This design comes from an exercise in tuning for a short achievable clock period and few clock cycles on the open sky130 flow, not from production work. RTL that was checked went through simulation tests only; none was proved equivalent to the original. Function not checked in runs 2, 5 and 6: the RTL went through the layout flow alone. No activity file was given, so power comes from the tool's default toggle rates.

`flow/config.mk`:
```
export PLATFORM = sky130hd
export DESIGN_NAME = soc_top
export DESIGN_NICKNAME = soc_top
export VERILOG_FILES = /design/flow/design.v
export SDC_FILE = /design/flow/constraint.sdc
export NUM_CORES = 4
export LEC_CHECK = 0
export CAP_MARGIN = 20
export CELL_PAD_IN_SITES_DETAIL_PLACEMENT = 2
export CELL_PAD_IN_SITES_GLOBAL_PLACEMENT = 2
export CORE_MARGIN = 2
export CORE_UTILIZATION = 30
export PLACE_DENSITY = 0.4
export SETUP_SLACK_MARGIN = 2.0
export SLEW_MARGIN = 20
export SYNTH_MEMORY_MAX_BITS = 16384
```
`flow/constraint.sdc`:
```
create_clock -name core_clock -period 5.0 [get_ports {clock}]
set_input_delay 1.0000 -clock core_clock [delete_from_list [all_inputs] [get_ports {clock}]]
set_output_delay 1.0000 -clock core_clock [all_outputs]
set_load 0.01 [all_outputs]
```
`flow/design.v`:
```
package soc_pkg;
  localparam int ADDR_W = 16;
  localparam int DATA_W = 32;
  localparam int MEM_WORDS = 64;
  localparam int MEM_AW    = 6;
  localparam logic [ADDR_W-1:0] MEM_BASE  = 16'h0000;
  localparam logic [ADDR_W-1:0] MMIO_BASE = 16'h8000;
  localparam logic [ADDR_W-1:0] TXDATA_OFS = 16'h0000;
  localparam logic [ADDR_W-1:0] RXDATA_OFS = 16'h0004;
  localparam logic [ADDR_W-1:0] STATUS_OFS = 16'h0008;
  localparam int CLKS_PER_BIT = 8;
  localparam int CLKS_W       = 4;
  typedef enum logic [1:0] {
    ST_IDLE,
    ST_WAIT_TX,
    ST_ACCESS,
    ST_RESP
  } bus_state_e;
  typedef enum logic [1:0] {
    REG_TXDATA,
    REG_RXDATA,
    REG_STATUS
  } mmio_reg_e;
endpackage
`timescale 1ns/1ps
import soc_pkg::*;
module uart_tx (
  input  logic       clock,
  input  logic       rst_n,
  input  logic       tx_start,
  input  logic [7:0] tx_byte,
  output logic       tx_busy,
  output logic       tx
);
  logic [CLKS_W-1:0] clk_cnt;
  logic [3:0]        bit_cnt;
  logic [8:0]        shift_q;
  logic              bit_tick;
  logic              load;
  assign load     = tx_start && !tx_busy;
  assign bit_tick = tx_busy && (clk_cnt == CLKS_W'(CLKS_PER_BIT - 1));
  always_ff @(posedge clock or negedge rst_n) begin
    if (!rst_n) begin
      tx_busy <= 1'b0;
      tx      <= 1'b1;
      clk_cnt <= '0;
      bit_cnt <= '0;
    end else if (load) begin
      tx_busy <= 1'b1;
      tx      <= 1'b0;
      clk_cnt <= '0;
      bit_cnt <= '0;
    end else if (tx_busy) begin
      if (bit_tick) begin
        clk_cnt <= '0;
        if (bit_cnt == 4'd9) begin
          tx_busy <= 1'b0;
          tx      <= 1'b1;
        end else begin
          tx      <= shift_q[0];
          bit_cnt <= bit_cnt + 4'd1;
        end
      end else begin
        clk_cnt <= clk_cnt + 1'b1;
      end
    end
  end
  always_ff @(posedge clock) begin
    if (load) begin
      shift_q <= {1'b1, tx_byte};
    end else if (bit_tick) begin
      shift_q <= {1'b1, shift_q[8:1]};
    end
  end
endmodule
`timescale 1ns/1ps
import soc_pkg::*;
module uart_rx (
  input  logic       clock,
  input  logic       rst_n,
  input  logic       rx,
  output logic       rx_done,
  output logic [7:0] rx_byte
);
  logic              rx_meta;
  logic              rx_sync;
  logic              active;
  logic [CLKS_W-1:0] clk_cnt;
  logic [3:0]        bit_cnt;
  logic              sample;
  assign sample = active && (clk_cnt == CLKS_W'(CLKS_PER_BIT - 1));
  always_ff @(posedge clock or negedge rst_n) begin
    if (!rst_n) begin
      rx_meta <= 1'b1;
      rx_sync <= 1'b1;
      active  <= 1'b0;
      clk_cnt <= '0;
      bit_cnt <= '0;
      rx_done <= 1'b0;
    end else begin
      rx_meta <= rx;
      rx_sync <= rx_meta;
      rx_done <= 1'b0;
      if (!active) begin
        if (!rx_sync) begin
          active  <= 1'b1;
          clk_cnt <= CLKS_W'(CLKS_PER_BIT / 2);
          bit_cnt <= '0;
        end
      end else if (sample) begin
        clk_cnt <= '0;
        bit_cnt <= bit_cnt + 4'd1;
        if (bit_cnt == 4'd0 && rx_sync) begin
          active <= 1'b0;
        end else if (bit_cnt == 4'd9) begin
          active  <= 1'b0;
          rx_done <= rx_sync;
        end
      end else begin
        clk_cnt <= clk_cnt + 1'b1;
      end
    end
  end
  always_ff @(posedge clock) begin
    if (sample && bit_cnt >= 4'd1 && bit_cnt <= 4'd8) begin
      rx_byte <= {rx_sync, rx_byte[7:1]};
    end
  end
endmodule
`timescale 1ns/1ps
import soc_pkg::*;
module uart_mmio (
  input  logic              clock,
  input  logic              rst_n,
  input  logic              reg_wr,
  input  logic              reg_rd,
  input  logic [1:0]        reg_sel,
  input  logic [DATA_W-1:0] reg_wdata,
  output logic [7:0]        reg_rdata,
  output logic              tx_busy,
  output logic              irq,
  output logic              tx,
  input  logic              rx
);
  logic       tx_start;
  logic       rx_done;
  logic [7:0] rx_byte;
  logic       rx_valid;
  logic [7:0] rx_hold;
  assign tx_start = reg_wr && (reg_sel == REG_TXDATA);
  always_ff @(posedge clock or negedge rst_n) begin
    if (!rst_n) begin
      rx_valid <= 1'b0;
    end else begin
      if (rx_done) begin
        rx_valid <= 1'b1;
      end else if (reg_rd && reg_sel == REG_RXDATA) begin
        rx_valid <= 1'b0;
      end
    end
  end
  always_ff @(posedge clock) begin
    if (rx_done) begin
      rx_hold <= rx_byte;
    end
  end
  always_comb begin
    case (reg_sel)
      REG_RXDATA: reg_rdata = rx_hold;
      REG_STATUS: reg_rdata = {6'b0, rx_valid, tx_busy};
      default:    reg_rdata = '0;
    endcase
  end
  assign irq = rx_valid;
  uart_tx tx_i (
    .clock    (clock),
    .rst_n    (rst_n),
    .tx_start (tx_start),
    .tx_byte  (reg_wdata[7:0]),
    .tx_busy  (tx_busy),
    .tx       (tx)
  );
  uart_rx rx_i (
    .clock   (clock),
    .rst_n   (rst_n),
    .rx      (rx),
    .rx_done (rx_done),
    .rx_byte (rx_byte)
  );
endmodule
`timescale 1ns/1ps
import soc_pkg::*;
module scratch_mem (
  input  logic              clock,
  input  logic              mem_we,
  input  logic [MEM_AW-1:0] mem_addr,
  input  logic [DATA_W-1:0] mem_wdata,
  output logic [DATA_W-1:0] mem_rdata
);
  logic [DATA_W-1:0] mem [MEM_WORDS];
  always_ff @(posedge clock) begin
    if (mem_we) begin
      mem[mem_addr] <= mem_wdata;
    end
  end
  assign mem_rdata = mem[mem_addr];
endmodule
`timescale 1ns/1ps
import soc_pkg::*;
module bus_ctrl (
  input  logic              rst_n,
  input  logic              wb_cyc,
  input  logic              wb_stb,
  input  logic              wb_we,
  input  logic [ADDR_W-1:0] wb_adr,
  output logic [DATA_W-1:0] wb_rdata,
  output logic              wb_ack,
  output logic              wb_err,
  output logic              mem_we,
  input  logic [DATA_W-1:0] mem_rdata,
  output logic              reg_wr,
  output logic              reg_rd,
  output logic [1:0]        reg_sel,
  input  logic [7:0]        reg_rdata,
  input  logic              tx_busy
);
  logic req;
  logic dec_mem;
  logic dec_reg;
  logic stall;
  always_comb begin
    req     = wb_cyc && wb_stb && rst_n;
    dec_mem = wb_adr < ADDR_W'(MEM_WORDS * 4);
    dec_reg = 1'b1;
    reg_sel = REG_TXDATA;
    case (wb_adr)
      MMIO_BASE + TXDATA_OFS: reg_sel = REG_TXDATA;
      MMIO_BASE + RXDATA_OFS: reg_sel = REG_RXDATA;
      MMIO_BASE + STATUS_OFS: reg_sel = REG_STATUS;
      default:                dec_reg = 1'b0;
    endcase
    stall  = dec_reg && reg_sel == REG_TXDATA && wb_we && tx_busy;
    wb_ack = req && (dec_mem || dec_reg) && !stall;
    wb_err = req && !(dec_mem || dec_reg);
    mem_we = req && dec_mem && wb_we;
    reg_wr = req && dec_reg && wb_we && !stall;
    reg_rd = req && dec_reg && !wb_we;
  end
  assign wb_rdata[DATA_W-1:8] = wb_adr[15] ? '0 : mem_rdata[DATA_W-1:8];
  assign wb_rdata[7:0]        = wb_adr[15] ? reg_rdata : mem_rdata[7:0];
endmodule
`timescale 1ns/1ps
import soc_pkg::*;
module soc_top (
  input  logic              clock,
  input  logic              rst_n,
  input  logic              wb_cyc,
  input  logic              wb_stb,
  input  logic              wb_we,
  input  logic [ADDR_W-1:0] wb_adr,
  input  logic [DATA_W-1:0] wb_wdata,
  output logic [DATA_W-1:0] wb_rdata,
  output logic              wb_ack,
  output logic              wb_err,
  output logic              tx,
  input  logic              rx,
  output logic              irq
);
  logic              mem_we;
  logic [DATA_W-1:0] mem_rdata;
  logic              reg_wr;
  logic              reg_rd;
  logic [1:0]        reg_sel;
  logic [7:0]        reg_rdata;
  logic              tx_busy;
  bus_ctrl ctrl_i (
    .rst_n     (rst_n),
    .wb_cyc    (wb_cyc),
    .wb_stb    (wb_stb),
    .wb_we     (wb_we),
    .wb_adr    (wb_adr),
    .wb_rdata  (wb_rdata),
    .wb_ack    (wb_ack),
    .wb_err    (wb_err),
    .mem_we    (mem_we),
    .mem_rdata (mem_rdata),
    .reg_wr    (reg_wr),
    .reg_rd    (reg_rd),
    .reg_sel   (reg_sel),
    .reg_rdata (reg_rdata),
    .tx_busy   (tx_busy)
  );
  scratch_mem mem_i (
    .clock     (clock),
    .mem_we    (mem_we),
    .mem_addr  (wb_adr[MEM_AW+1:2]),
    .mem_wdata (wb_wdata),
    .mem_rdata (mem_rdata)
  );
  uart_mmio uart_i (
    .clock     (clock),
    .rst_n     (rst_n),
    .reg_wr    (reg_wr),
    .reg_rd    (reg_rd),
    .reg_sel   (reg_sel),
    .reg_wdata (wb_wdata),
    .reg_rdata (reg_rdata),
    .tx_busy   (tx_busy),
    .irq       (irq),
    .tx        (tx),
    .rx        (rx)
  );
endmodule
```
`flow/run.sh`:
```
#!/bin/bash
# synth_recipe.tcl (not shown) runs the flow's synth.tcl, then flattens the netlist and writes it again
# the make line also repeats each setting of config.mk as NAME=value (left out here)
make -C /OpenROAD-flow-scripts/flow DESIGN_CONFIG=/design/flow/config.mk WORK_HOME=/design/flow/orfs CLKGATE_MAP_FILE= SYNTH_SCRIPT=/design/flow/synth_recipe.tcl finish
```
==> flow_metrics.env, run 1 <==
export IMPL_yosys_cell_count_top_type="edfxtp_1"
export IMPL_critical_path_class="input pin to primary output"
export IMPL_switching_power_uw=8450
export IMPL_seq_area_frac_synth=0.783
export IMPL_combPwrFrac=0.064
export IMPL_avgSynthCellArea_um2=23.4
export IMPL_portBuffers=89
export IMPL_cts_tree="done"
export IMPL_synth_edf_count=2072
export IMPL_synth_ff_type="edfxtp_1"
export IMPL_cp_arrival_ns=3.45
export IMPL_track_usage=0.205
export IMPL_gr_total_overflow=0
export IMPL_ys_top_cells_by_count="2072 x edfxtp_1, 571 x mux4_2, 94 x nor2_1, 83 x a22oi_1, 73 x buf_2"
export IMPL_route_detailed_wl_per_inst_um=35.4
export IMPL_end_kind="primary output"
export IMPL_numCtsBuffers=235
export IMPL_cts_clk_slew_worst_paths_ns=0.05
export IMPL_clkPwrFrac=0.428
export IMPL_pre_cts_slack_ns=-0.378
export IMPL_start_util=0.302
export IMPL_p_sw_frac=0.221
export IMPL_antenna_found_initial=15
export IMPL_min_path_type="flop to flop"
export IMPL_relSlewSlack=0.309
export IMPL_intPower_uw=29700
export IMPL_finalWirelength_mm=277
export IMPL_synth_area_top_cells="edfxtp_1 78%, mux4_2 16%, mux2i_1 0.90%"
export IMPL_clockBufferDepth=3
export IMPL_p_per_area_nw_per_um2=382
export IMPL_setup_viol=0
export IMPL_drt_first_pass_iters=5
export IMPL_grt_max_degree=66
export IMPL_cts_root_buf="clkbuf_16"
export IMPL_startpoint_type="input pin"
export IMPL_synth_area_um2=80200
export IMPL_io_pin_count=90
export IMPL_vias=39531
export IMPL_leakage_uw=0.0317
export IMPL_drt_iter0_drc=3110
export IMPL_status="no timing/DRC/antenna violations"
export IMPL_hold_viol=0
export IMPL_fp_row_count=189
export IMPL_worst_slack_ns=0.553
export IMPL_maxCapViolCount=0
export IMPL_postLayoutCellArea_um2=100000
export IMPL_drive_gt1_frac=0.410
export IMPL_crit_path_max_fanout=6
export IMPL_max_vdd_ir_drop_v=0.000384
export IMPL_ys_ff_latch=2095
export IMPL_htree_levels=4
export IMPL_dpl_cell_area_um2=88700
export IMPL_synth_distinct_cells=56
export IMPL_die_w_um=521
export IMPL_nNetsFinal=4166
export IMPL_min_period_ns=4.45
export IMPL_drtAntennaViolNets=0
export IMPL_yosysWarnings=5
export IMPL_worst_pin_slew_ns=1.04
export IMPL_die_area_um2=271000
export IMPL_place_gp_congestion=0.731
export IMPL_insertion_delay_ns=0.87
export IMPL_hpwl_mm=164
export IMPL_syn_to_final_growth_pct=24.8
export IMPL_min_period_over_period=0.889
export IMPL_finalMaxSlewViolations=0
export IMPL_grt_pass1_wl_mm=378
export IMPL_yosysTopAreaCellShare=0.776
export IMPL_synth_area_leader_cell="edfxtp_1"
export IMPL_die_h_um=521
export IMPL_drc=0
export IMPL_netlist_instances=3422
export IMPL_grt_pass1_vias=43634
export IMPL_cts_sinks=2095
export IMPL_maxClockFrequency_ghz=0.225
export IMPL_via_per_inst=5.05
export IMPL_rsz0062_at_grt="yes"
export IMPL_seq_power_share=0.508
export IMPL_synth_async_reset_ratio=0.0110
export IMPL_core_area_um2=266000
export IMPL_fin_skew_ns=0.0185
export IMPL_required_ns=4.00
## state kept, by name, indices dropped and copies added, names as in the netlist
name	cells
uart_i.rx_i.clk_cnt	4
uart_i.rx_i.rx_byte	8
uart_i.rx_i.rx_done	1
uart_i.tx_i.tx	1
uart_i.tx_i.clk_cnt	4
mem_i.mem	2048
uart_i.rx_i.bit_cnt	4
uart_i.rx_i.rx_sync	1
uart_i.rx_valid	1
uart_i.rx_hold	8
uart_i.tx_i.tx_busy	1
uart_i.tx_i.bit_cnt	4
uart_i.rx_i.active	1
uart_i.rx_i.rx_meta	1
uart_i.tx_i.shift_q	8
## repair_timing
item | 4_1_cts | 5_1_grt
cloned | 22 | 2
hold buffers | 0 | 0
gates resized for setup | 491 | 124
buffers inserted | 110 | 40
endpoints found under the setup margin | 1113 | 530
pin swaps | 70 | 68
## power by group through the flow
stage	logic, µW	registers [µW]	clock network [µW]
after floorplan	1060	19800	0
after global placement	2020	19800	0
after detailed placement	2080	19800	0
after CTS	2410	19400	16900
after global routing	2590	19400	17400
final	2420	19400	16300
## cell families (layout without fill, tap and decap cells)
family,Yosys count,count (layout),share of synthesized area
compound gates,190,190,0.0164
xor+xnor,7,7,0.000764
fa+ha+maj,10,10,0.00156
buf+inv,187,1059,0.0114
flops,2095,2095,0.783
mux,650,650,0.170
other cells,0,5,0
simple gates,283,283,0.0165
## worst max-delay path, stage by stage
cell	delay [ns]
buf_16	0.14
buf_16	0.19
buf_12	0.14
mux4_2	0.52
mux4_2	0.57
a22oi_2	0.26
buf_6	0.20
nand3_2	0.11
buf_6	0.16
buf_6	0.11
## layout by cell type (no fill, tap or decap), types with 22 or more instances in the layout
cell type	n
edfxtp_1	2072
buf_4	301
nor2_4	69
buf_16	42
buf_6	98
buf_2	39
clkinv_2	37
buf_12	104
clkbuf_1	67
nand2_1	36
clkbuf_16	239
mux2i_1	56
clkinv_1	61
a22oi_2	57
nand3_1	22
mux4_2	571
a22oi_1	26
## layout make-up
class / instances / area, µm²
diodes: 5 / 12.5
fillers: 24782 / 166000
flip-flops and latches: 2095 / 62800
inverters: 8 / 40.0
well taps: 3533 / 4420
clock inverters: 122 / 911
multi-input cells: 1140 / 18300
clock buffers: 307 / 6220
repair buffers: 622 / 7330
## path summary, 6_finish.rpt
kind	slack (ns)	startpoint	to	cells past startpoint
worst max-delay path	0.55	wb_adr[2]	wb_rdata[3]	10
worst min-delay path	0.36	uart_i.rx_i.rx_meta$_DFF_PN1_	uart_i.rx_i.rx_sync$_DFF_PN1_	0
worst max register to register	2.68	uart_i.tx_i.tx_busy$_DFF_PN0_	uart_i.tx_i.shift_q[3]$_DFFE_PP_	4
worst min register to register	0.36	uart_i.rx_i.rx_meta$_DFF_PN1_	uart_i.rx_i.rx_sync$_DFF_PN1_	0
max in group asynchronous	4.01	rst_n	uart_i.tx_i.tx$_DFFE_PN1P_	2
min in group asynchronous	0.60	rst_n	uart_i.rx_i.rx_meta$_DFF_PN1_	1
## through the flow
stage          hold slack, ns  cells  power (µW)  utilization  TNS, ns
5_1_grt                 0.361   7829       39400        0.377        0
3_5_place_dp            0.350   7223       21900        0.334    -1.37
6_report                0.357   7832       38200        0.377        0
3_3_place_gp            0.356   7223       21800        0.334    -1.39
4_1_cts                 0.358   7784       38700        0.373        0
2_1_floorplan           0.345   3422       20800            -        0
## layer usage
layer | routed length, µm | up-vias | GRT usage
li1 | - | 16118 | -
met1 | 122000 | 22294 | 0.278
met2 | 137000 | 777 | 0.343
met3 | 10300 | 334 | 0.0317
met4 | 7610 | 8 | 0.0541
met5 | 41 | - | 0
Testbench counts, summed over its fixed seeds: cycles 4,800.
==> run 2: changes to the inputs <==
--- a/flow/design.v
+++ b/flow/design.v
@@ -197,13 +197,22 @@
   input  logic [DATA_W-1:0] mem_wdata,
   output logic [DATA_W-1:0] mem_rdata
 );
-  logic [DATA_W-1:0] mem [MEM_WORDS];
+  logic [DATA_W-1:0]    mem [MEM_WORDS];
+  logic [MEM_WORDS-1:0] sel;
   always_ff @(posedge clock) begin
     if (mem_we) begin
       mem[mem_addr] <= mem_wdata;
     end
   end
-  assign mem_rdata = mem[mem_addr];
+  always_comb begin
+    for (int w = 0; w < MEM_WORDS; w++) begin
+      sel[w] = mem_addr == MEM_AW'(w);
+    end
+    mem_rdata = '0;
+    for (int w = 0; w < MEM_WORDS; w++) begin
+      mem_rdata = mem_rdata | (mem[w] & {DATA_W{sel[w]}});
+    end
+  end
 endmodule
 `timescale 1ns/1ps
 import soc_pkg::*;
--- a/flow/config.mk
+++ b/flow/config.mk
@@ -5,6 +5,7 @@
 export SDC_FILE = /design/flow/constraint.sdc
 export NUM_CORES = 4
 export LEC_CHECK = 0
+export ABC_CLOCK_PERIOD_IN_PS = 500
 export CAP_MARGIN = 20
 export CELL_PAD_IN_SITES_DETAIL_PLACEMENT = 2
 export CELL_PAD_IN_SITES_GLOBAL_PLACEMENT = 2
==> run 2 against run 1 <==
  * Worst setup slack worse by 0.11 ns
  * Synthesized cell count up 26%
  * Non-clock buffer count up 743
  * Global-route usage up 15 points
  * Combinational power down 14%
  * Area after synthesis down 3.2%
  * Critical path type unchanged
  * Critical endpoint is now wb_rdata[12]
==> flow_metrics.env, run 2 <==
export IMPL_status="no timing/DRC/antenna violations"
export IMPL_route_detailed_wl_per_inst_um=50.8
export IMPL_slowest_delay_ns=0.50
export IMPL_startpoint_type="input pin"
export IMPL_ys_ff_latch=2095
export IMPL_finalWirelength_mm=470
export IMPL_place_gp_congestion=0.865
export IMPL_r2r_start="uart_i.rx_i.clk_cnt[0]$_DFFE_PN0P_"
export IMPL_grt_pass1_vias=53736
export IMPL_cts_root_buf="clkbuf_16"
export IMPL_synth_ff_type="edfxtp_1"
export IMPL_intPower_uw=29300
export IMPL_worst_pin_slew_ns=1.19
export IMPL_worstRegToRegCells=6
export IMPL_synth_edf_count=2072
export IMPL_numCtsBuffers=237
export IMPL_layout_commonest_cell="edfxtp_1"
export IMPL_p_per_area_nw_per_um2=358
export IMPL_insertion_delay_ns=0.87
export IMPL_ys_top_cells_by_count="2072 x edfxtp_1, 783 x a22oi_1, 169 x nand2_1, 139 x buf_2, 135 x nand4_1"
export IMPL_maxCapViolCount=0
export IMPL_seq_area_frac_synth=0.809
export IMPL_min_path_type="flop to flop"
export IMPL_switching_power_uw=8750
export IMPL_hold_viol=0
export IMPL_finalMaxSlewViolations=0
export IMPL_die_w_um=513
export IMPL_setup_viol=0
export IMPL_avgSynthCellArea_um2=18.0
export IMPL_cts_tree="done"
export IMPL_final_cell_mix="2072 x edfxtp_1, 831 x buf_4, 672 x a22oi_1"
export IMPL_antenna_found_initial=60
export IMPL_drtAntennaViolNets=0
export IMPL_clockBufferDepth=3
export IMPL_drc=0
export IMPL_start_util=0.302
export IMPL_cts_clk_slew_worst_paths_ns=0.06
export IMPL_synth_async_reset_ratio=0.0110
export IMPL_synth_area_leader_cell="edfxtp_1"
export IMPL_nNetsFinal=5730
export IMPL_path_cells="bufbuf_16, buf_8, or2_4, buf_4, nor2_1, a32oi_1, buf_4, nand4_1, nor4_4, a41oi_4, buf_6, buf_2"
export IMPL_largest_reg_flops=2048
export IMPL_max_vdd_ir_drop_v=0.000338
export IMPL_min_period_ns=4.55
export IMPL_end_kind="primary output"
export IMPL_reg2reg_to="uart_i.rx_i.rx_byte[6]$_DFFE_PP_"
export IMPL_drt_iter0_drc=8891
export IMPL_yosysWarnings=5
export IMPL_p_sw_frac=0.230
export IMPL_hpwl_mm=299
export IMPL_maxClockFrequency_ghz=0.220
export IMPL_core_area_um2=257000
export IMPL_critical_path_class="input pin to primary output"
export IMPL_yosys_cell_count_top_type="edfxtp_1"
export IMPL_clkPwrFrac=0.436
export IMPL_io_pin_count=90
export IMPL_cp_arrival_ns=3.55
export IMPL_required_ns=4.00
export IMPL_syn_to_final_growth_pct=37.2
export IMPL_seq_power_share=0.510
export IMPL_die_area_um2=263000
export IMPL_vias=55661
export IMPL_grt_pass1_wl_mm=591
export IMPL_crit_slowest_cell="nor2_1"
export IMPL_grt_max_degree=66
export IMPL_crit_path_max_fanout=6
export IMPL_hold_path_depth=0
export IMPL_gr_total_overflow=0
export IMPL_relSlewSlack=0.203
export IMPL_drive_gt1_frac=0.369
export IMPL_via_per_inst=6.02
export IMPL_synth_area_um2=77600
export IMPL_fin_skew_ns=0.0117
export IMPL_combPwrFrac=0.055
export IMPL_reg2reg_slack_ns=2.82
export IMPL_cts_sinks=2095
export IMPL_synth_distinct_cells=80
export IMPL_cpMostUsedCell="buf_4"
export IMPL_netlist_instances=4324
export IMPL_min_to="uart_i.rx_i.rx_sync$_DFF_PN1_"
export IMPL_track_usage=0.350
export IMPL_fp_row_count=186
export IMPL_synth_area_top_cells="edfxtp_1 80%, a22oi_1 7.6%, nand4_1 1.1%"
export IMPL_rsz0062_at_grt="yes"
export IMPL_leakage_uw=0.0363
export IMPL_portBuffers=89
export IMPL_min_period_over_period=0.910
export IMPL_hold_slack_ns=0.356
export IMPL_yosysTopAreaCellShare=0.801
export IMPL_drt_first_pass_iters=6
export IMPL_regMostFlops="mem_i.mem"
export IMPL_p_total_uw=38100
export IMPL_min_from="uart_i.rx_i.rx_meta$_DFF_PN1_"
export IMPL_die_h_um=513
export IMPL_htree_levels=4
export IMPL_final_util=0.414
[run 2: cell count changes in the layout (fill, tap and decap cells not counted), sizes merged, moves of 79 or more]
cell | before | now
a22oi | 83 | 783
and3 | 2 | 88
buf | 597 | 1337
mux4 | 571 | 0
nand2 | 70 | 169
nand4 | 6 | 135
nor3 | 15 | 94
[run 2: cell type report]
| cell class | count | area [µm²] |
|---|---|---|
| repair buffers | 1365 | 15100 |
| well taps | 3384 | 4230 |
| clock inverters | 104 | 717 |
| inverters | 13 | 51.3 |
| clock buffers | 326 | 6390 |
| fillers | 24147 | 151000 |
| flip-flops and latches | 2095 | 62800 |
| multi-input cells | 1954 | 17100 |
| diodes | 12 | 30.0 |
[run 2: metal layers]
layer | GRT usage | wire (µm) | up-vias
met3 | 0.0508 | 34600 | 607
met4 | 0.101 | 16200 | 12
met5 | 0 | 77 | -
met2 | 0.555 | 216000 | 2939
met1 | 0.498 | 203000 | 31235
li1 | - | - | 20868
[run 2: stage by stage]
step           setup WS, ns  TNS, ns  cell area [µm²]  std cells
5_1_grt               0.487        0           106000       9247
2_1_floorplan          1.24        0            78600       4324
3_3_place_gp         -0.988   -15.99            92300       8496
4_1_cts               0.529        0           104000       9139
3_5_place_dp         -0.858   -15.05            92400       8496
6_report              0.448        0           106000       9253
[run 2: cells by family after synthesis]
family          after synthesis  share of synthesized area
buf+inv                     275                     0.0177
simple gates                819                     0.0590
fa+ha+maj                    10                    0.00161
compound gates             1062                      0.104
flops                      2095                      0.809
xor+xnor                      5                   0.000564
mux                          58                    0.00788
[run 2: worst max path at each step]
stage	start	to	slack, ns	cells after the start
after global routing	wb_adr[6]	wb_rdata[12]	0.49	12
after CTS	wb_adr[6]	wb_rdata[7]	0.53	14
final	wb_adr[6]	wb_rdata[12]	0.45	12
after detailed placement	wb_adr[5]	wb_rdata[18]	-0.86	13
after global placement	wb_adr[5]	wb_rdata[18]	-0.99	13
after floorplan	wb_adr[3]	wb_rdata[18]	1.24	10
[run 2: power groups by stage]
| stage | clock network [µW] | logic [µW] | registers, µW |
|---|---|---|---|
| after floorplan | 0 | 511 | 19800 |
| after global routing | 17400 | 2130 | 19400 |
| after detailed placement | 0 | 1740 | 19800 |
| after global placement | 0 | 1720 | 19800 |
| final | 16600 | 2080 | 19400 |
| after CTS | 16800 | 1980 | 19400 |
[run 2: timing repair]
| item | in CTS | in global routing |
|---|---|---|
| resized for setup | 641 | 214 |
| hold buffers | 0 | 0 |
| setup endpoints to repair | 1658 | 1834 |
| hold endpoints to repair | 0 | 0 |
| gates cloned | 10 | 5 |
| pin swaps | 181 | 160 |
| setup buffers | 203 | 95 |
[run 2: critical path: cells and delay by family]
kind / cells / cell delay, ns
simple gates: 4 / 1.01
buf+inv: 6 / 0.99
compound gates: 2 / 0.53
==> run 3: changes to the inputs <==
--- a/flow/design.v
+++ b/flow/design.v
@@ -197,22 +197,13 @@
   input  logic [DATA_W-1:0] mem_wdata,
   output logic [DATA_W-1:0] mem_rdata
 );
-  logic [DATA_W-1:0]    mem [MEM_WORDS];
-  logic [MEM_WORDS-1:0] sel;
+  logic [DATA_W-1:0] mem [MEM_WORDS];
   always_ff @(posedge clock) begin
     if (mem_we) begin
       mem[mem_addr] <= mem_wdata;
     end
   end
-  always_comb begin
-    for (int w = 0; w < MEM_WORDS; w++) begin
-      sel[w] = mem_addr == MEM_AW'(w);
-    end
-    mem_rdata = '0;
-    for (int w = 0; w < MEM_WORDS; w++) begin
-      mem_rdata = mem_rdata | (mem[w] & {DATA_W{sel[w]}});
-    end
-  end
+  assign mem_rdata = mem[mem_addr];
 endmodule
 `timescale 1ns/1ps
 import soc_pkg::*;
==> flow/config.mk (replaced) <==
export PLATFORM = sky130hd
export DESIGN_NAME = soc_top
export DESIGN_NICKNAME = soc_top
export VERILOG_FILES = /design/flow/design.v
export SDC_FILE = /design/flow/constraint.sdc
export NUM_CORES = 4
export LEC_CHECK = 0
export CAP_MARGIN = 20
export CELL_PAD_IN_SITES_DETAIL_PLACEMENT = 1
export CELL_PAD_IN_SITES_GLOBAL_PLACEMENT = 1
export CORE_MARGIN = 2
export CORE_UTILIZATION = 55
export PLACE_DENSITY = 0.65
export SETUP_SLACK_MARGIN = 1.2
export SLEW_MARGIN = 20
export SYNTH_MEMORY_MAX_BITS = 16384
==> run 3 against run 2 <==
  * Core utilization grew 25 points
  * Synthesized cell count shrank 21%
  * Clock skew grew 0.014 ns
  * Register-to-register slack lost 0.24 ns
  * First-iteration DRC count shrank 49%
  * Hold slack gained 0.0015 ns
  * Clock-buffer cell count shrank 68
  * Highest routed layer unchanged
  * Routed wire length shrank 51%
  * Final cell count shrank 34%
  * Clock power shrank 4%
  * Die area shrank 43%
  * Fmax grew 4.8%
==> flow_metrics.env, run 3 <==
export IMPL_drc=0
export IMPL_slowest_delay_ns=0.56
export IMPL_startpoint_type="input pin"
export IMPL_cts_tree="done"
export IMPL_cts_root_buf="clkbuf_16"
export IMPL_grt_max_degree=66
export IMPL_min_period_ns=4.34
export IMPL_worst_pin_slew_ns=1.12
export IMPL_clockBufferDepth=3
export IMPL_relSlewSlack=0.255
export IMPL_rsz0062_at_grt="yes"
export IMPL_avgSynthCellArea_um2=23.4
export IMPL_portBuffers=89
export IMPL_r2r_start="uart_i.tx_i.tx_busy$_DFF_PN0_"
export IMPL_hold_buffers=0
export IMPL_drt_first_pass_iters=5
export IMPL_finalWirelength_mm=231
export IMPL_synth_distinct_cells=56
export IMPL_die_w_um=386
export IMPL_syn_to_final_growth_pct=21.0
export IMPL_hold_path_depth=0
export IMPL_crit_path_max_fanout=5
export IMPL_htree_levels=4
export IMPL_min_from="uart_i.rx_i.rx_meta$_DFF_PN1_"
export IMPL_critical_path_class="input pin to primary output"
export IMPL_path_cells="buf_16, buf_4, buf_12, buf_12, buf_4, mux4_2, a22oi_2, a21oi_1, buf_4, nor3_4, buf_4, a21oi_2, buf_4, buf_6"
export IMPL_hpwl_mm=129
export IMPL_final_util=0.668
export IMPL_crit_family="buffers and inverters"
export IMPL_seq_area_frac_synth=0.783
export IMPL_critical_path_buf_inv_count=9
export IMPL_final_cell_mix="2072 x edfxtp_1, 571 x mux4_2, 319 x buf_4"
export IMPL_io_pin_count=90
export IMPL_start_util=0.552
export IMPL_die_h_um=386
export IMPL_fin_skew_ns=0.0260
export IMPL_finalMaxSlewViolations=0
export IMPL_min_period_over_period=0.868
export IMPL_fillCellCount=11078
export IMPL_layout_commonest_cell="edfxtp_1"
export IMPL_vias=40444
export IMPL_cts_clk_slew_worst_paths_ns=0.06
export IMPL_maxClockFrequency_ghz=0.230
export IMPL_synth_async_reset_ratio=0.0110
export IMPL_synth_area_top_cells="edfxtp_1 78%, mux4_2 16%, mux2i_1 0.90%"
export IMPL_combPwrFrac=0.060
export IMPL_hold_slack_ns=0.357
export IMPL_place_gp_congestion=0.804
export IMPL_p_sw_frac=0.212
export IMPL_synth_area_um2=80200
export IMPL_ys_ff_latch=2095
export IMPL_cts_sinks=2095
export IMPL_drive_gt1_frac=0.396
export IMPL_grt_pass1_vias=42344
export IMPL_yosysWarnings=5
export IMPL_leakage_uw=0.0312
export IMPL_cpMostUsedCell="buf_4"
export IMPL_hold_viol=0
export IMPL_synth_edf_count=2072
export IMPL_yosys_cell_count_top_type="edfxtp_1"
export IMPL_netlist_instances=3422
export IMPL_clkPwrFrac=0.423
export IMPL_grt_pass1_wl_mm=323
export IMPL_route_detailed_wl_per_inst_um=37.6
export IMPL_regMostFlops="mem_i.mem"
export IMPL_intPower_uw=29600
export IMPL_worstRegToRegCells=4
export IMPL_maxCapViolCount=0
export IMPL_yosysTopAreaCellShare=0.776
export IMPL_core_area_um2=145000
export IMPL_drtAntennaViolNets=0
export IMPL_largest_reg_flops=2048
export IMPL_status="no timing/DRC/antenna violations"
export IMPL_end_kind="primary output"
export IMPL_cp_arrival_ns=3.34
export IMPL_numCtsBuffers=209
export IMPL_fp_row_count=140
export IMPL_max_vdd_ir_drop_v=0.000333
export IMPL_setup_viol=0
export IMPL_crit_slowest_cell="mux4_2"
export IMPL_track_usage=0.316
export IMPL_cp_num_cells=14
export IMPL_nNetsFinal=4107
export IMPL_antenna_found_initial=6
export IMPL_via_per_inst=6.59
export IMPL_required_ns=4.00
export IMPL_p_per_area_nw_per_um2=387
export IMPL_seq_power_share=0.517
export IMPL_die_area_um2=149000
export IMPL_switching_power_uw=7940
export IMPL_insertion_delay_ns=0.84
export IMPL_gr_total_overflow=0
export IMPL_synth_ff_type="edfxtp_1"
export IMPL_ys_top_cells_by_count="2072 x edfxtp_1, 571 x mux4_2, 94 x nor2_1, 83 x a22oi_1, 73 x buf_2"
export IMPL_drt_iter0_drc=4561
export IMPL_crit_path_start="wb_adr[2]"
export IMPL_min_path_type="flop to flop"
export IMPL_synth_area_leader_cell="edfxtp_1"
[run 3: changes by cell type in the layout (fill, tap and decap cells not counted), sizes merged, moves of 70 or more]
cell,change
nand4,-129
nor3,-79
clkbuf,-70
and3,-86
nand2,-99
a22oi,-700
buf,-773
mux4,+571
[run 3: timing repair]
item,CTS,global route
endpoints found under the setup margin,34,33
gates cloned,26,3
pin swaps,61,46
gates resized for setup,404,91
setup buffers,114,51
hold endpoints to repair,0,0
[run 3: metrics by stage]
step / cells / worst slack, ns / setup TNS [ns] / area [µm²] / power [µW]
2_1_floorplan: 3422 / 0.769 / 0 / 80300 / 20700
3_3_place_gp: 5553 / -0.229 / -0.830 / 86100 / 21500
3_5_place_dp: 5553 / -0.273 / -0.732 / 86100 / 21600
4_1_cts: 6082 / 0.727 / 0 / 96000 / 37600
5_1_grt: 6138 / 0.611 / 0 / 97000 / 38400
6_report: 6139 / 0.658 / 0 / 97000 / 37500
[run 3: kinds of logic after synthesis]
| kind of cell | synth area share |
|---|---|
| XOR/XNOR | 0.000764 |
| flip-flops | 0.783 |
| buffers and inverters | 0.0114 |
| adder cells (fa/ha/maj) | 0.00156 |
| AO/OA/AOI/OAI | 0.0164 |
| AND/OR/NAND/NOR | 0.0165 |
| multiplexers | 0.170 |
[run 3: final timing paths]
check	slack [ns]	end
worst max-delay path	0.66	wb_rdata[11]
worst min-delay path	0.36	uart_i.rx_i.rx_sync$_DFF_PN1_
worst max register to register	2.58	uart_i.tx_i.shift_q[4]$_DFFE_PP_
worst min register to register	0.36	uart_i.rx_i.rx_sync$_DFF_PN1_
max in group asynchronous	4.17	uart_i.tx_i.tx$_DFFE_PN1P_
min in group asynchronous	0.54	uart_i.tx_i.clk_cnt[0]$_DFFE_PN0P_
[run 3: metal layers]
layer	vias up	share of wire	wire, µm	GRT usage
met1	22267	0.39	90200	0.440
met4	8	0.033	7500	0.102
met3	344	0.074	17000	0.0514
met5	-	0.00027	62	0
met2	1865	0.50	116000	0.517
li1	15960	-	-	-
[run 3: cell type report]
type,count,area (µm²),area share
Sequential cell,2095,62800,0.647
Clock inverter,131,1370,0.0141
Clock buffer,258,5560,0.0573
Tap cell,1917,2400,0.0247
Inverter,8,42.5,0.000438
Antenna cell,1,2.50,0.0000258
Multi-Input combinational cell,1140,17800,0.184
Timing Repair Buffer,589,7050,0.0726
[run 3: worst register-to-register path, delay by kind of cell, from the launching register on]
family           cells  cell delay (ns)
AND/OR/NAND/NOR      3             1.22
flip-flops           1             0.58
AO/OA/AOI/OAI        1             0.25
[run 3: power by group through the flow]
stage          sequential (µW)  combinational (µW)  clock [µW]
2_1_floorplan            19800                 991           0
3_3_place_gp             19800                1770           0
3_5_place_dp             19800                1860           0
4_1_cts                  19400                2170       16000
5_1_grt                  19400                2370       16700
6_report                 19400                2250       15900
Testbench counts of run 3, summed over its fixed seeds: cycles 4,800.
==> run 4: changes to the inputs <==
==> flow/config.mk (replaced) <==
export PLATFORM = sky130hd
export DESIGN_NAME = soc_top
export DESIGN_NICKNAME = soc_top
export VERILOG_FILES = /design/flow/design.v
export SDC_FILE = /design/flow/constraint.sdc
export NUM_CORES = 4
export LEC_CHECK = 0
export CAP_MARGIN = 20
export CELL_PAD_IN_SITES_DETAIL_PLACEMENT = 0
export CELL_PAD_IN_SITES_GLOBAL_PLACEMENT = 0
export CORE_MARGIN = 2
export CORE_UTILIZATION = 70
export PLACE_DENSITY = 0.8
export SETUP_SLACK_MARGIN = 1.2
export SLEW_MARGIN = 20
export SYNTH_MEMORY_MAX_BITS = 16384
==> run 4 against run 3 <==
  * Worst setup slack got worse by 0.18 ns
  * Clock power fell by 5%
  * Non-clock buffer count fell by 49
  * Hold slack improved by 0.0049 ns
  * Sequential power barely moved
  * Highest routed layer unchanged
  * Sequential share of layout area rose by 0.86 points
  * Clock-buffer cell count fell by 4
  * Core utilization rose by 17 points
  * Global-route usage rose by 14 points
  * Design area fell by 1.3%
  * Area after synthesis did not move
==> flow_metrics.env, run 4 <==
export IMPL_status="no timing/DRC/antenna violations"
export IMPL_instances_no_fill=5656
export IMPL_synth_area_um2=80200
export IMPL_io_pin_count=90
export IMPL_regMostFlops="mem_i.mem"
export IMPL_relSlewSlack=0.202
export IMPL_drt_first_pass_iters=8
export IMPL_hold_viol=0
export IMPL_multi_input_area_um2=18000
export IMPL_p_total_uw=37100
export IMPL_min_to="uart_i.rx_i.rx_sync$_DFF_PN1_"
export IMPL_vias=46134
export IMPL_antenna_found_initial=8
export IMPL_ys_top_cells_by_count="2072 x edfxtp_1, 571 x mux4_2, 94 x nor2_1, 83 x a22oi_1, 73 x buf_2"
export IMPL_grt_pass1_wl_mm=358
export IMPL_core_area_um2=114000
export IMPL_max_vdd_ir_drop_v=0.000404
export IMPL_postLayoutCellArea_um2=95800
export IMPL_dp_cells=5092
export IMPL_start_util=0.703
export IMPL_yosysWarnings=5
export IMPL_regArea_um2=62800
export IMPL_cts_root_buf="clkbuf_16"
export IMPL_cp_arrival_ns=3.52
export IMPL_die_area_um2=117000
export IMPL_required_ns=4.00
export IMPL_hold_slack_ns=0.362
export IMPL_track_usage=0.455
export IMPL_drtAntennaViolNets=0
export IMPL_drive_gt1_frac=0.390
export IMPL_worstRegToRegCells=5
export IMPL_crit_family="buffers and inverters"
export IMPL_fp_row_count=124
export IMPL_end_kind="primary output"
export IMPL_die_w_um=342
export IMPL_startpoint_type="input pin"
export IMPL_die_h_um=342
export IMPL_hpwl_mm=119
export IMPL_portBuffers=89
export IMPL_seq_area_frac_synth=0.783
export IMPL_ys_ff_latch=2095
export IMPL_finalMaxSlewViolations=0
export IMPL_cts_tree="done"
export IMPL_p_per_area_nw_per_um2=387
export IMPL_cpMostUsedCell="buf_16"
export IMPL_nNetsFinal=4044
export IMPL_synth_async_reset_ratio=0.0110
export IMPL_min_period_over_period=0.903
export IMPL_avgSynthCellArea_um2=23.4
export IMPL_largest_reg_flops=2048
export IMPL_critical_path_buf_inv_count=8
export IMPL_syn_to_final_growth_pct=19.4
export IMPL_synth_distinct_cells=56
export IMPL_min_period_ns=4.52
export IMPL_min_path_type="flop to flop"
export IMPL_gr_total_overflow=0
export IMPL_grt_pass1_vias=45248
export IMPL_synth_area_leader_cell="edfxtp_1"
export IMPL_yosys_cell_count_top_type="edfxtp_1"
export IMPL_min_from="uart_i.rx_i.rx_meta$_DFF_PN1_"
export IMPL_path_cells="buf_16, buf_16, buf_16, buf_16, buf_12, buf_12, mux4_2, mux2i_4, o21ai_1, nand2_2, nor3_2, buf_4, buf_6"
export IMPL_cts_clk_slew_worst_paths_ns=0.06
export IMPL_maxClockFrequency_ghz=0.221
export IMPL_worst_pin_slew_ns=1.20
export IMPL_final_util=0.840
export IMPL_cp_num_cells=13
export IMPL_route_detailed_wl_per_inst_um=49.4
export IMPL_insertion_delay_ns=0.82
export IMPL_layout_commonest_cell="edfxtp_1"
export IMPL_r2r_start="uart_i.rx_i.clk_cnt[0]$_DFFE_PN0P_"
export IMPL_dpl_cell_area_um2=85200
export IMPL_rsz0062_at_grt="yes"
export IMPL_synth_edf_count=2072
export IMPL_clockBufferDepth=3
export IMPL_grt_max_degree=87
export IMPL_drt_iter0_drc=9912
export IMPL_netlist_instances=3422
export IMPL_htree_levels=4
export IMPL_fin_skew_ns=0.0164
export IMPL_critical_path_class="input pin to primary output"
export IMPL_fillCellCount=4163
export IMPL_maxCapViolCount=0
export IMPL_place_gp_congestion=0.846
export IMPL_yosysTopAreaCellShare=0.776
export IMPL_synth_ff_type="edfxtp_1"
export IMPL_crit_path_max_fanout=8
export IMPL_setup_viol=0
export IMPL_numCtsBuffers=195
export IMPL_finalWirelength_mm=280
export IMPL_leakage_uw=0.0308
export IMPL_synth_area_top_cells="edfxtp_1 78%, mux4_2 16%, mux2i_1 0.90%"
export IMPL_reg2reg_to="uart_i.rx_i.rx_byte[5]$_DFFE_PP_"
export IMPL_drc=0
export IMPL_via_per_inst=8.16
export IMPL_crit_slowest_cell="mux4_2"
export IMPL_final_cell_mix="2072 x edfxtp_1, 571 x mux4_2, 264 x buf_4"
export IMPL_slowest_delay_ns=0.64
export IMPL_hold_path_depth=0
export IMPL_reg2reg_slack_ns=2.45
export IMPL_cts_sinks=2095
## run 4: cell counts after synthesis
No cell type changed its count.
## run 4: layer usage
| metal | up-vias | global-route usage | part of all wire |
|---|---|---|---|
| met2 | 5958 | 0.704 | 0.46 |
| met3 | 1709 | 0.121 | 0.16 |
| li1 | 15820 | - | - |
| met1 | 22637 | 0.584 | 0.28 |
| met5 | - | 0 | 0.00033 |
| met4 | 10 | 0.294 | 0.097 |
## run 4: how the worst max path moves through the flow
| stage | endpoint | slack, ns | start |
|---|---|---|---|
| after floorplan | mem_i.mem[35][0]$_DFFE_PP_ | 0.77 | wb_adr[5] |
| after global placement | wb_rdata[3] | 0.08 | wb_adr[2] |
| after detailed placement | wb_rdata[3] | -0.02 | wb_adr[2] |
| after CTS | wb_rdata[24] | 0.67 | wb_adr[2] |
| after global routing | wb_rdata[21] | 0.54 | wb_adr[2] |
| final | wb_rdata[21] | 0.48 | wb_adr[2] |
## run 4: logic make-up after synthesis
family / after synthesis / share of synthesized area
XOR/XNOR: 7 / 0.000764
adder cells (fa/ha/maj): 10 / 0.00156
AO/OA/AOI/OAI: 190 / 0.0164
flip-flops: 2095 / 0.783
buffers and inverters: 187 / 0.0114
AND/OR/NAND/NOR: 283 / 0.0165
multiplexers: 650 / 0.170
## run 4: power by group
| part | switching (µW) | internal (µW) |
|---|---|---|
| Sequential | 70.1 | 19300 |
| Combinational | 1440 | 1060 |
| Clock | 7020 | 8120 |
## run 4: cell type report
class / instances / share of cell area
Tap cell: 1512 / 0.0198
Multi-Input combinational cell: 1140 / 0.188
Clock inverter: 101 / 0.00943
Sequential cell: 2095 / 0.656
Timing Repair Buffer: 540 / 0.0718
Antenna cell: 6 / 0.000157
Inverter: 8 / 0.000366
Clock buffer: 254 / 0.0547
## run 4: repair_timing
| action | CTS | global route |
|---|---|---|
| cloned | 36 | 5 |
| resized for setup | 437 | 119 |
| setup endpoints to repair | 34 | 34 |
| buffers inserted | 94 | 66 |
| hold buffers | 0 | 0 |
| pin swaps | 79 | 54 |
## run 4: per-stage QoR
step | setup WS [ns] | TNS (ns)
final | 0.483 | 0
after global routing | 0.536 | 0
after CTS | 0.667 | 0
after detailed placement | -0.0181 | -0.0181
after global placement | 0.0751 | 0
after floorplan | 0.769 | 0
==> run 5: changes to the inputs <==
--- a/flow/design.v
+++ b/flow/design.v
@@ -208,6 +208,7 @@
 `timescale 1ns/1ps
 import soc_pkg::*;
 module bus_ctrl (
+  input  logic              clock,
   input  logic              rst_n,
   input  logic              wb_cyc,
   input  logic              wb_stb,
@@ -224,30 +225,37 @@
   input  logic [7:0]        reg_rdata,
   input  logic              tx_busy
 );
-  logic req;
-  logic dec_mem;
-  logic dec_reg;
-  logic stall;
+  logic              req;
+  logic              dec_mem;
+  logic              dec_reg;
+  logic              stall;
+  logic              rd_pend;
+  logic [DATA_W-1:0] rdata_q;
   always_comb begin
     req     = wb_cyc && wb_stb && rst_n;
     dec_mem = wb_adr < ADDR_W'(MEM_WORDS * 4);
-    dec_reg = 1'b1;
-    reg_sel = REG_TXDATA;
-    case (wb_adr)
-      MMIO_BASE + TXDATA_OFS: reg_sel = REG_TXDATA;
-      MMIO_BASE + RXDATA_OFS: reg_sel = REG_RXDATA;
-      MMIO_BASE + STATUS_OFS: reg_sel = REG_STATUS;
-      default:                dec_reg = 1'b0;
-    endcase
+    dec_reg = wb_adr == MMIO_BASE + TXDATA_OFS || wb_adr == MMIO_BASE + RXDATA_OFS ||
+              wb_adr == MMIO_BASE + STATUS_OFS;
+    reg_sel = wb_adr[3:2];
     stall  = dec_reg && reg_sel == REG_TXDATA && wb_we && tx_busy;
-    wb_ack = req && (dec_mem || dec_reg) && !stall;
+    wb_ack = req && ((dec_mem && (wb_we || rd_pend)) || (dec_reg && !stall));
     wb_err = req && !(dec_mem || dec_reg);
     mem_we = req && dec_mem && wb_we;
     reg_wr = req && dec_reg && wb_we && !stall;
     reg_rd = req && dec_reg && !wb_we;
   end
-  assign wb_rdata[DATA_W-1:8] = wb_adr[15] ? '0 : mem_rdata[DATA_W-1:8];
-  assign wb_rdata[7:0]        = wb_adr[15] ? reg_rdata : mem_rdata[7:0];
+  always_ff @(posedge clock or negedge rst_n) begin
+    if (!rst_n) begin
+      rd_pend <= 1'b0;
+    end else begin
+      rd_pend <= req && dec_mem && !wb_we && !rd_pend;
+    end
+  end
+  always_ff @(posedge clock) begin
+    rdata_q <= mem_rdata;
+  end
+  assign wb_rdata[DATA_W-1:8] = rd_pend ? rdata_q[DATA_W-1:8] : '0;
+  assign wb_rdata[7:0]        = rd_pend ? rdata_q[7:0] : reg_rdata;
 endmodule
 `timescale 1ns/1ps
 import soc_pkg::*;
@@ -274,6 +282,7 @@
   logic [7:0]        reg_rdata;
   logic              tx_busy;
   bus_ctrl ctrl_i (
+    .clock     (clock),
     .rst_n     (rst_n),
     .wb_cyc    (wb_cyc),
     .wb_stb    (wb_stb),
==> flow/config.mk (replaced) <==
export PLATFORM = sky130hd
export DESIGN_NAME = soc_top
export DESIGN_NICKNAME = soc_top
export VERILOG_FILES = /design/flow/design.v
export SDC_FILE = /design/flow/constraint.sdc
export NUM_CORES = 4
export LEC_CHECK = 0
export CAP_MARGIN = 20
export CELL_PAD_IN_SITES_DETAIL_PLACEMENT = 2
export CELL_PAD_IN_SITES_GLOBAL_PLACEMENT = 2
export CORE_MARGIN = 2
export CORE_UTILIZATION = 30
export PLACE_DENSITY = 0.4
export SETUP_SLACK_MARGIN = 2.0
export SLEW_MARGIN = 20
export SYNTH_MEMORY_MAX_BITS = 16384
==> run 5 against run 4 <==
  * Still clean
  * Area after synthesis increased by 1.3%
  * Clock skew increased by 0.0095 ns
  * Core utilization decreased by 47 points
  * Final cell count increased by 55%
  * Via count increased by 6.6%
  * Critical endpoint is now wb_ack
==> flow_metrics.env, run 5 <==
export IMPL_status="no timing/DRC/antenna violations"
export IMPL_p_per_area_nw_per_um2=405
export IMPL_yosysWarnings=5
export IMPL_cts_root_buf="clkbuf_16"
export IMPL_synth_area_top_cells="edfxtp_1 77%, mux2i_1 3.7%, mux4_2 3.4%"
export IMPL_min_period_over_period=0.734
export IMPL_syn_to_final_growth_pct=23.9
export IMPL_min_period_ns=3.67
export IMPL_drive_gt1_frac=0.268
export IMPL_numCtsBuffers=266
export IMPL_cts_tree="done"
export IMPL_ys_ff_latch=2128
export IMPL_worst_slack_ns=1.33
export IMPL_setup_tns_ns=0
export IMPL_htree_levels=5
export IMPL_start_util=0.301
export IMPL_fillCellCount=25969
export IMPL_postLayoutCellArea_um2=101000
export IMPL_die_area_um2=275000
export IMPL_pre_cts_slack_ns=0.301
export IMPL_yosys_cell_count_top_type="edfxtp_1"
export IMPL_die_h_um=524
export IMPL_synth_async_reset_ratio=0.0113
export IMPL_hold_buffers=0
export IMPL_crit_path_max_fanout=2
export IMPL_synth_area_leader_cell="edfxtp_1"
export IMPL_gr_total_overflow=0
export IMPL_hold_viol=0
export IMPL_grt_pass1_wl_mm=506
export IMPL_clockBufferDepth=4
export IMPL_layout_commonest_cell="edfxtp_1"
export IMPL_nNetsFinal=5053
export IMPL_max_vdd_ir_drop_v=0.000290
export IMPL_drt_first_pass_iters=5
export IMPL_rsz0062_at_grt="yes"
export IMPL_seq_power_share=0.485
export IMPL_maxCapViolCount=0
export IMPL_seq_area_frac_synth=0.781
export IMPL_insertion_delay_ns=0.88
export IMPL_r2r_start="uart_i.rx_i.clk_cnt[0]$_DFFE_PN0P_"
export IMPL_via_per_inst=5.61
export IMPL_required_ns=4.00
export IMPL_hold_slack_ns=0.350
export IMPL_track_usage=0.276
export IMPL_synth_edf_count=2072
export IMPL_fp_row_count=191
export IMPL_intPower_uw=31100
export IMPL_maxClockFrequency_ghz=0.273
export IMPL_place_gp_congestion=0.784
export IMPL_reg_largest_list="mem_i.mem (2048), ctrl_i.rdata_q (32)"
export IMPL_synth_area_um2=81300
export IMPL_regMostFlops="mem_i.mem"
export IMPL_reg2reg_slack_ns=2.47
export IMPL_yosysTopAreaCellShare=0.766
export IMPL_finalWirelength_mm=388
export IMPL_cts_sinks=2128
export IMPL_io_pin_count=90
export IMPL_netlist_instances=4415
export IMPL_avgSynthCellArea_um2=18.4
export IMPL_route_detailed_wl_per_inst_um=44.2
export IMPL_largest_reg_flops=2048
export IMPL_multi_input_area_um2=17600
export IMPL_end_kind="primary output"
export IMPL_cts_clk_slew_worst_paths_ns=0.05
export IMPL_finalMaxSlewViolations=0
export IMPL_setup_viol=0
export IMPL_antenna_found_initial=43
export IMPL_drt_iter0_drc=5543
export IMPL_grt_max_degree=65
export IMPL_die_w_um=524
export IMPL_synth_ff_type="edfxtp_1"
export IMPL_portBuffers=89
export IMPL_dpl_cell_area_um2=90200
export IMPL_vias=49193
export IMPL_synth_distinct_cells=65
export IMPL_startpoint_type="input pin"
export IMPL_final_cell_mix="2072 x edfxtp_1, 307 x buf_4, 291 x mux2i_1"
export IMPL_worstRegToRegCells=6
export IMPL_relSlewSlack=0.332
export IMPL_regArea_um2=63500
export IMPL_hpwl_mm=233
export IMPL_clkPwrFrac=0.452
export IMPL_ys_top_cells_by_count="2072 x edfxtp_1, 299 x mux2i_1, 190 x a221oi_1, 180 x nor2_1, 172 x a22oi_1"
export IMPL_combPwrFrac=0.063
export IMPL_critical_path_class="input pin to primary output"
export IMPL_cp_arrival_ns=2.67
export IMPL_switching_power_uw=9640
export IMPL_core_area_um2=270000
export IMPL_leakage_uw=0.0328
export IMPL_grt_pass1_vias=50656
export IMPL_reg2reg_to="uart_i.rx_i.rx_byte[0]$_DFFE_PP_"
export IMPL_p_sw_frac=0.236
export IMPL_drtAntennaViolNets=0
export IMPL_worst_pin_slew_ns=1.00
export IMPL_fin_skew_ns=0.0258
export IMPL_drc=0
export IMPL_min_path_type="input pin to async pin"
## run 5: worst max-delay path by stage
stage          depth (start not counted)      to       from  slack [ns]
6_report                               9  wb_ack  wb_adr[6]        1.33
5_1_grt                                9  wb_ack  wb_adr[6]        1.28
4_1_cts                                9  wb_ack  wb_adr[1]        1.27
3_5_place_dp                           9  wb_ack  wb_adr[5]        0.30
3_3_place_gp                           9  wb_ack  wb_adr[5]        0.24
2_1_floorplan                         14  wb_ack  wb_adr[3]        1.09
## run 5: per-layer routing
metal,vias up,GRT usage,routed length [µm]
met4,6,0.0666,11000
met1,27825,0.391,175000
met3,448,0.0295,17200
met5,-,0,43
met2,1491,0.455,184000
li1,19423,-,-
## run 5: layout make-up
cell class	instances	share of cell area
sequential	2128	0.630
multi-input combinational	1994	0.175
clock buffer	376	0.0739
timing repair buffer	593	0.0692
tap	3570	0.0444
clock inverter	93	0.00653
inverter	6	0.000460
antenna	5	0.000124
## run 5: logic make-up after synthesis
kind of cell               synth area share
muxes                                0.0892
and+or+nand+nor                      0.0279
buffers and inverters                0.0186
AOI/OAI and AO/OA                    0.0810
xor gates and xnor gates           0.000862
DFF                                   0.781
adders and majority gates           0.00154
## run 5: power groups by stage
stage | clock network (µW) | registers [µW] | logic [µW]
after global placement | 0 | 20200 | 2380
after global routing | 19500 | 19800 | 2680
after CTS | 18900 | 19800 | 2520
final | 18400 | 19800 | 2560
after floorplan | 0 | 20100 | 1020
after detailed placement | 0 | 20200 | 2400
## run 5: critical path, stage by stage
cell,delay [ns]
buf_8,0.10
nor3_4,0.29
buf_6,0.17
o311ai_4,0.10
or3_4,0.39
a31oi_1,0.16
nor2_1,0.07
a21oi_2,0.20
buf_2,0.18
## run 5: what timing repair did
| action | 4_1_cts | 5_1_grt |
|---|---|---|
| cloned | 14 | 6 |
| hold endpoints to repair | 0 | 0 |
| endpoints found under the setup margin | 1879 | 257 |
| buffers inserted | 45 | 45 |
| pin swaps | 21 | 34 |
| resized for setup | 292 | 142 |
## run 5: through the flow
stage               power [µW]  instances   util
finish                   40800       8765  0.373
global route             42000       8764  0.373
CTS                      41200       8709  0.369
detailed placement       22600       8181  0.334
global placement         22500       8180  0.334
floorplan                21100       4415      -
==> run 6: changes to the inputs <==
--- a/flow/design.v
+++ b/flow/design.v
@@ -195,20 +195,108 @@
   input  logic              mem_we,
   input  logic [MEM_AW-1:0] mem_addr,
   input  logic [DATA_W-1:0] mem_wdata,
+  input  logic              rd_off,
   output logic [DATA_W-1:0] mem_rdata
 );
-  logic [DATA_W-1:0] mem [MEM_WORDS];
+  logic [DATA_W-1:0]    mem [MEM_WORDS];
+  logic [MEM_WORDS-1:0] sel;
   always_ff @(posedge clock) begin
     if (mem_we) begin
       mem[mem_addr] <= mem_wdata;
     end
   end
-  assign mem_rdata = mem[mem_addr];
+  rd_dec dec_i (
+    .addr (mem_addr),
+    .off  (rd_off),
+    .sel  (sel)
+  );
+  for (genvar b = 0; b < DATA_W; b++) begin : g_bit
+    logic [MEM_WORDS-1:0] col;
+    for (genvar w = 0; w < MEM_WORDS; w++) begin : g_col
+      assign col[w] = mem[w][b];
+    end
+    rd_tree tree_i (
+      .d   (col),
+      .sel (sel),
+      .y   (mem_rdata[b])
+    );
+  end
+endmodule
+module rd_dec (
+  input  logic [MEM_AW-1:0]    addr,
+  input  logic                 off,
+  output logic [MEM_WORDS-1:0] sel
+);
+  logic [3:0] p0, p1, p2;
+  rd_pre2 pre0_i (.a(addr[1:0]), .en(1'b1), .y(p0));
+  rd_pre2 pre1_i (.a(addr[3:2]), .en(1'b1), .y(p1));
+  rd_pre2 pre2_i (.a(addr[5:4]), .en(!off), .y(p2));
+  for (genvar w = 0; w < MEM_WORDS; w++) begin : g_w
+    rd_and3 u (.a(p0[w % 4]), .b(p1[(w / 4) % 4]), .c(p2[w / 16]), .y(sel[w]));
+  end
+endmodule
+module rd_pre2 (
+  input  logic [1:0] a,
+  input  logic       en,
+  output logic [3:0] y
+);
+  always_comb begin
+    for (int i = 0; i < 4; i++) begin
+      y[i] = en && a == 2'(i);
+    end
+  end
+endmodule
+module rd_and3 (
+  input  logic a,
+  input  logic b,
+  input  logic c,
+  output logic y
+);
+  assign y = a && b && c;
+endmodule
+module rd_tree (
+  input  logic [MEM_WORDS-1:0] d,
+  input  logic [MEM_WORDS-1:0] sel,
+  output logic                 y
+);
+  logic [31:0] l1;
+  logic [7:0]  l2;
+  logic [3:0]  l3;
+  for (genvar i = 0; i < 32; i++) begin : g_l1
+    rd_aoi22 u (.a(d[2*i]), .sa(sel[2*i]), .b(d[2*i+1]), .sb(sel[2*i+1]), .y(l1[i]));
+  end
+  for (genvar i = 0; i < 8; i++) begin : g_l2
+    rd_nand4 u (.a(l1[4*i+3:4*i]), .y(l2[i]));
+  end
+  for (genvar i = 0; i < 4; i++) begin : g_l3
+    rd_nor2 u (.a(l2[2*i+1:2*i]), .y(l3[i]));
+  end
+  rd_nand4 u4 (.a(l3), .y(y));
+endmodule
+module rd_aoi22 (
+  input  logic a,
+  input  logic sa,
+  input  logic b,
+  input  logic sb,
+  output logic y
+);
+  assign y = !((a && sa) || (b && sb));
+endmodule
+module rd_nand4 (
+  input  logic [3:0] a,
+  output logic       y
+);
+  assign y = !(&a);
+endmodule
+module rd_nor2 (
+  input  logic [1:0] a,
+  output logic       y
+);
+  assign y = !(|a);
 endmodule
 `timescale 1ns/1ps
 import soc_pkg::*;
 module bus_ctrl (
-  input  logic              clock,
   input  logic              rst_n,
   input  logic              wb_cyc,
   input  logic              wb_stb,
@@ -225,12 +313,10 @@
   input  logic [7:0]        reg_rdata,
   input  logic              tx_busy
 );
-  logic              req;
-  logic              dec_mem;
-  logic              dec_reg;
-  logic              stall;
-  logic              rd_pend;
-  logic [DATA_W-1:0] rdata_q;
+  logic req;
+  logic dec_mem;
+  logic dec_reg;
+  logic stall;
   always_comb begin
     req     = wb_cyc && wb_stb && rst_n;
     dec_mem = wb_adr < ADDR_W'(MEM_WORDS * 4);
@@ -238,24 +324,14 @@
               wb_adr == MMIO_BASE + STATUS_OFS;
     reg_sel = wb_adr[3:2];
     stall  = dec_reg && reg_sel == REG_TXDATA && wb_we && tx_busy;
-    wb_ack = req && ((dec_mem && (wb_we || rd_pend)) || (dec_reg && !stall));
+    wb_ack = req && (dec_mem || dec_reg) && !stall;
     wb_err = req && !(dec_mem || dec_reg);
     mem_we = req && dec_mem && wb_we;
     reg_wr = req && dec_reg && wb_we && !stall;
     reg_rd = req && dec_reg && !wb_we;
   end
-  always_ff @(posedge clock or negedge rst_n) begin
-    if (!rst_n) begin
-      rd_pend <= 1'b0;
-    end else begin
-      rd_pend <= req && dec_mem && !wb_we && !rd_pend;
-    end
-  end
-  always_ff @(posedge clock) begin
-    rdata_q <= mem_rdata;
-  end
-  assign wb_rdata[DATA_W-1:8] = rd_pend ? rdata_q[DATA_W-1:8] : '0;
-  assign wb_rdata[7:0]        = rd_pend ? rdata_q[7:0] : reg_rdata;
+  assign wb_rdata[DATA_W-1:8] = mem_rdata[DATA_W-1:8];
+  assign wb_rdata[7:0]        = mem_rdata[7:0] | (wb_adr[15] ? reg_rdata : 8'h0);
 endmodule
 `timescale 1ns/1ps
 import soc_pkg::*;
@@ -282,7 +358,6 @@
   logic [7:0]        reg_rdata;
   logic              tx_busy;
   bus_ctrl ctrl_i (
-    .clock     (clock),
     .rst_n     (rst_n),
     .wb_cyc    (wb_cyc),
     .wb_stb    (wb_stb),
@@ -304,6 +379,7 @@
     .mem_we    (mem_we),
     .mem_addr  (wb_adr[MEM_AW+1:2]),
     .mem_wdata (wb_wdata),
+    .rd_off    (wb_adr[15]),
     .mem_rdata (mem_rdata)
   );
   uart_mmio uart_i (
--- a/flow/config.mk
+++ b/flow/config.mk
@@ -13,4 +13,5 @@
 export PLACE_DENSITY = 0.4
 export SETUP_SLACK_MARGIN = 2.0
 export SLEW_MARGIN = 20
+export SYNTH_HIERARCHICAL = 1
 export SYNTH_MEMORY_MAX_BITS = 16384
==> run 6 against run 5 <==
  * Combinational power down about 60%
  * Clock power down 8%
  * Die area shrank 1.3%
  * Synthesized cell count decreased by 12%
  * Hold slack got worse by 0.078 ns
  * Core utilization increased by 2.0 points
  * Global-route usage down 5.2 points
  * Critical path depth up 4
  * Fmax shrank 20%
  * Sequential cell count decreased by 33
  * Final cell count grew 0.82%
==> flow_metrics.env, run 6 <==
export IMPL_drive_gt1_frac=0.488
export IMPL_synth_distinct_cells=60
export IMPL_status="no timing/DRC/antenna violations"
export IMPL_htree_levels=4
export IMPL_grt_pass1_wl_mm=422
export IMPL_critical_path_buf_inv_count=7
export IMPL_core_area_um2=266000
export IMPL_synth_edf_count=2072
export IMPL_synth_area_leader_cell="edfxtp_1"
export IMPL_insertion_delay_ns=0.88
export IMPL_worstRegToRegCells=3
export IMPL_finalMaxSlewViolations=0
export IMPL_p_total_uw=37500
export IMPL_grt_max_degree=49
export IMPL_nNetsFinal=5137
export IMPL_drtAntennaViolNets=0
export IMPL_max_vdd_ir_drop_v=0.000355
export IMPL_finalWirelength_mm=307
export IMPL_largest_reg_flops=2048
export IMPL_reg2reg_slack_ns=2.89
export IMPL_drt_first_pass_iters=5
export IMPL_portBuffers=89
export IMPL_crit_family="simple AND/OR/NAND/NOR gates"
export IMPL_worst_pin_slew_ns=1.15
export IMPL_numCtsBuffers=240
export IMPL_ys_top_cells_by_count="2072 x edfxtp_1, 1024 x a22oi_2, 290 x nand4_1, 192 x nor2_1, 65 x and3_1"
export IMPL_maxCapViolCount=0
export IMPL_required_ns=4.00
export IMPL_setup_viol=0
export IMPL_setup_tns_ns=0
export IMPL_yosysTopAreaCellShare=0.776
export IMPL_cts_clk_slew_worst_paths_ns=0.06
export IMPL_slowest_delay_ns=0.31
export IMPL_die_w_um=521
export IMPL_die_h_um=521
export IMPL_layout_commonest_cell="edfxtp_1"
export IMPL_min_period_over_period=0.921
export IMPL_min_period_ns=4.60
export IMPL_fin_skew_ns=0.0161
export IMPL_reg2reg_to="uart_i.rx_i.rx_byte[1]$_DFFE_PP_"
export IMPL_via_per_inst=5.13
export IMPL_synth_area_um2=80200
export IMPL_min_path_type="input pin to async pin"
export IMPL_route_detailed_wl_per_inst_um=34.8
export IMPL_place_gp_congestion=0.758
export IMPL_hold_viol=0
export IMPL_crit_slowest_cell="nor2_4"
export IMPL_relSlewSlack=0.236
export IMPL_startpoint_type="input pin"
[run 6: metrics by stage]
stage / cells / instance area [µm²] / utilization / hold slack (ns) / setup slack, ns
after floorplan: 3899 / 81200 / - / 0.345 / 1.53
after global placement: 8153 / 93500 / 0.352 / 0.352 / -0.978
after detailed placement: 8154 / 93500 / 0.352 / 0.348 / -0.890
after CTS: 8757 / 103000 / 0.389 / 0.357 / 0.332
after global routing: 8818 / 104000 / 0.393 / 0.238 / 0.282
final: 8837 / 104000 / 0.393 / 0.272 / 0.397
[run 6: power by group]
part           internal [µW]  leakage, µW  switching (µW)
Combinational            288       0.0102             745
Clock                   9640      0.00370            7380
Sequential             19300       0.0189            54.0
Total                  29300       0.0328            8180
[run 6: kinds of logic (layout without fill, tap and decap cells)]
family	after synthesis	after routing	synth area share
XOR/XNOR	2	2	0.000218
AO/OA/AOI/OAI	1069	1069	0.164
AND/OR/NAND/NOR	658	659	0.0466
multiplexers	2	2	0.000265
other	1	28	0.0000468
adder cells (fa/ha/maj)	10	10	0.00156
buffers and inverters	55	1439	0.00441
flip-flops	2095	2095	0.783
[run 6: how the worst max path moves through the flow]
stage	cells past startpoint	to	slack (ns)	from
after global placement	12	wb_rdata[26]	-0.98	wb_adr[3]
after CTS	15	wb_rdata[2]	0.33	wb_adr[3]
after global routing	15	wb_rdata[2]	0.28	wb_adr[3]
final	13	wb_rdata[26]	0.40	wb_adr[4]
after floorplan	8	wb_rdata[0]	1.53	wb_adr[15]
after detailed placement	12	wb_rdata[26]	-0.89	wb_adr[3]
[run 6: area by class of cell]
cell class / count / area, µm²
clock inverter: 154 / 1250
sequential: 2095 / 62800
fill: 25026 / 161000
multi-input combinational: 1750 / 18500
antenna: 20 / 50.0
timing repair buffer: 975 / 11000
tap: 3533 / 4420
inverter: 11 / 53.8
clock buffer: 299 / 6310
[run 6: modules after synthesis, one instance, submodules excluded, a selection]
module / cells / times used / cell area [µm²]
bus_ctrl: 53 / 1 / 425
rd_pre2: 4 / 3 / 37.5
uart_mmio: 27 / 1 / 400
rd_nand4: 1 / 288 / 6.26
rd_dec: 2 / 1 / 7.51
uart_rx: 63 / 1 / 870
scratch_mem: 2149 / 1 / 62000
rd_and3: 1 / 64 / 6.26
rd_aoi22: 1 / 1024 / 12.5
uart_tx: 82 / 1 / 861
[run 6: worst reg2reg max path: stages, from the launching register on]
cell and delay [ns]:
dfrtp_1 0.40, ha_1 0.26, nand4b_2 0.37, a211oi_2 0.70
[run 6: timing repair]
item | CTS | global route
buffers inserted | 143 | 52
gates resized for setup | 408 | 94
gates cloned | 7 | 7
endpoints found under the setup margin | 2105 | 2008
pin swaps | 168 | 124
[run 6: routing by layer]
metal | routed length (µm) | track usage
met5 | 0 | 0
met1 | 138000 | 0.308
met2 | 152000 | 0.383
met4 | 6360 | 0.0489
met3 | 10600 | 0.0241

separate check: timing with driven ports:
How much do the figures lean on ideal ports? The routed layouts below were timed once more, with nothing changed but the port constraints. Step 1: set_driving_cell puts a clkbuf_16 on clock and a buf_2 on each other input, an assumption about the parent block. Step 2 also shifts input and output timing later by t, the mid clock arrival at the registers, as if the neighbouring blocks saw the same clock. Slacks: no drivers / after step 1 / after step 2; pairs: no drivers / after step 1.
run | shift t [ns] | slack for setup (ns)
run 1 | 0.957 | 0.553 / 0.223 / 0.223
run 2 | 0.945 | 0.448 / 0.178 / 0.178
run 3 | 0.905 | 0.658 / 0.339 / 0.339
run 4 | 0.910 | 0.483 / 0.296 / 0.272
run 5 | 0.978 | 1.331 / 1.288 / 0.867
run 6 | 0.959 | 0.397 / 0.358 / 0.358
After both steps setup and hold are still met in every run listed.
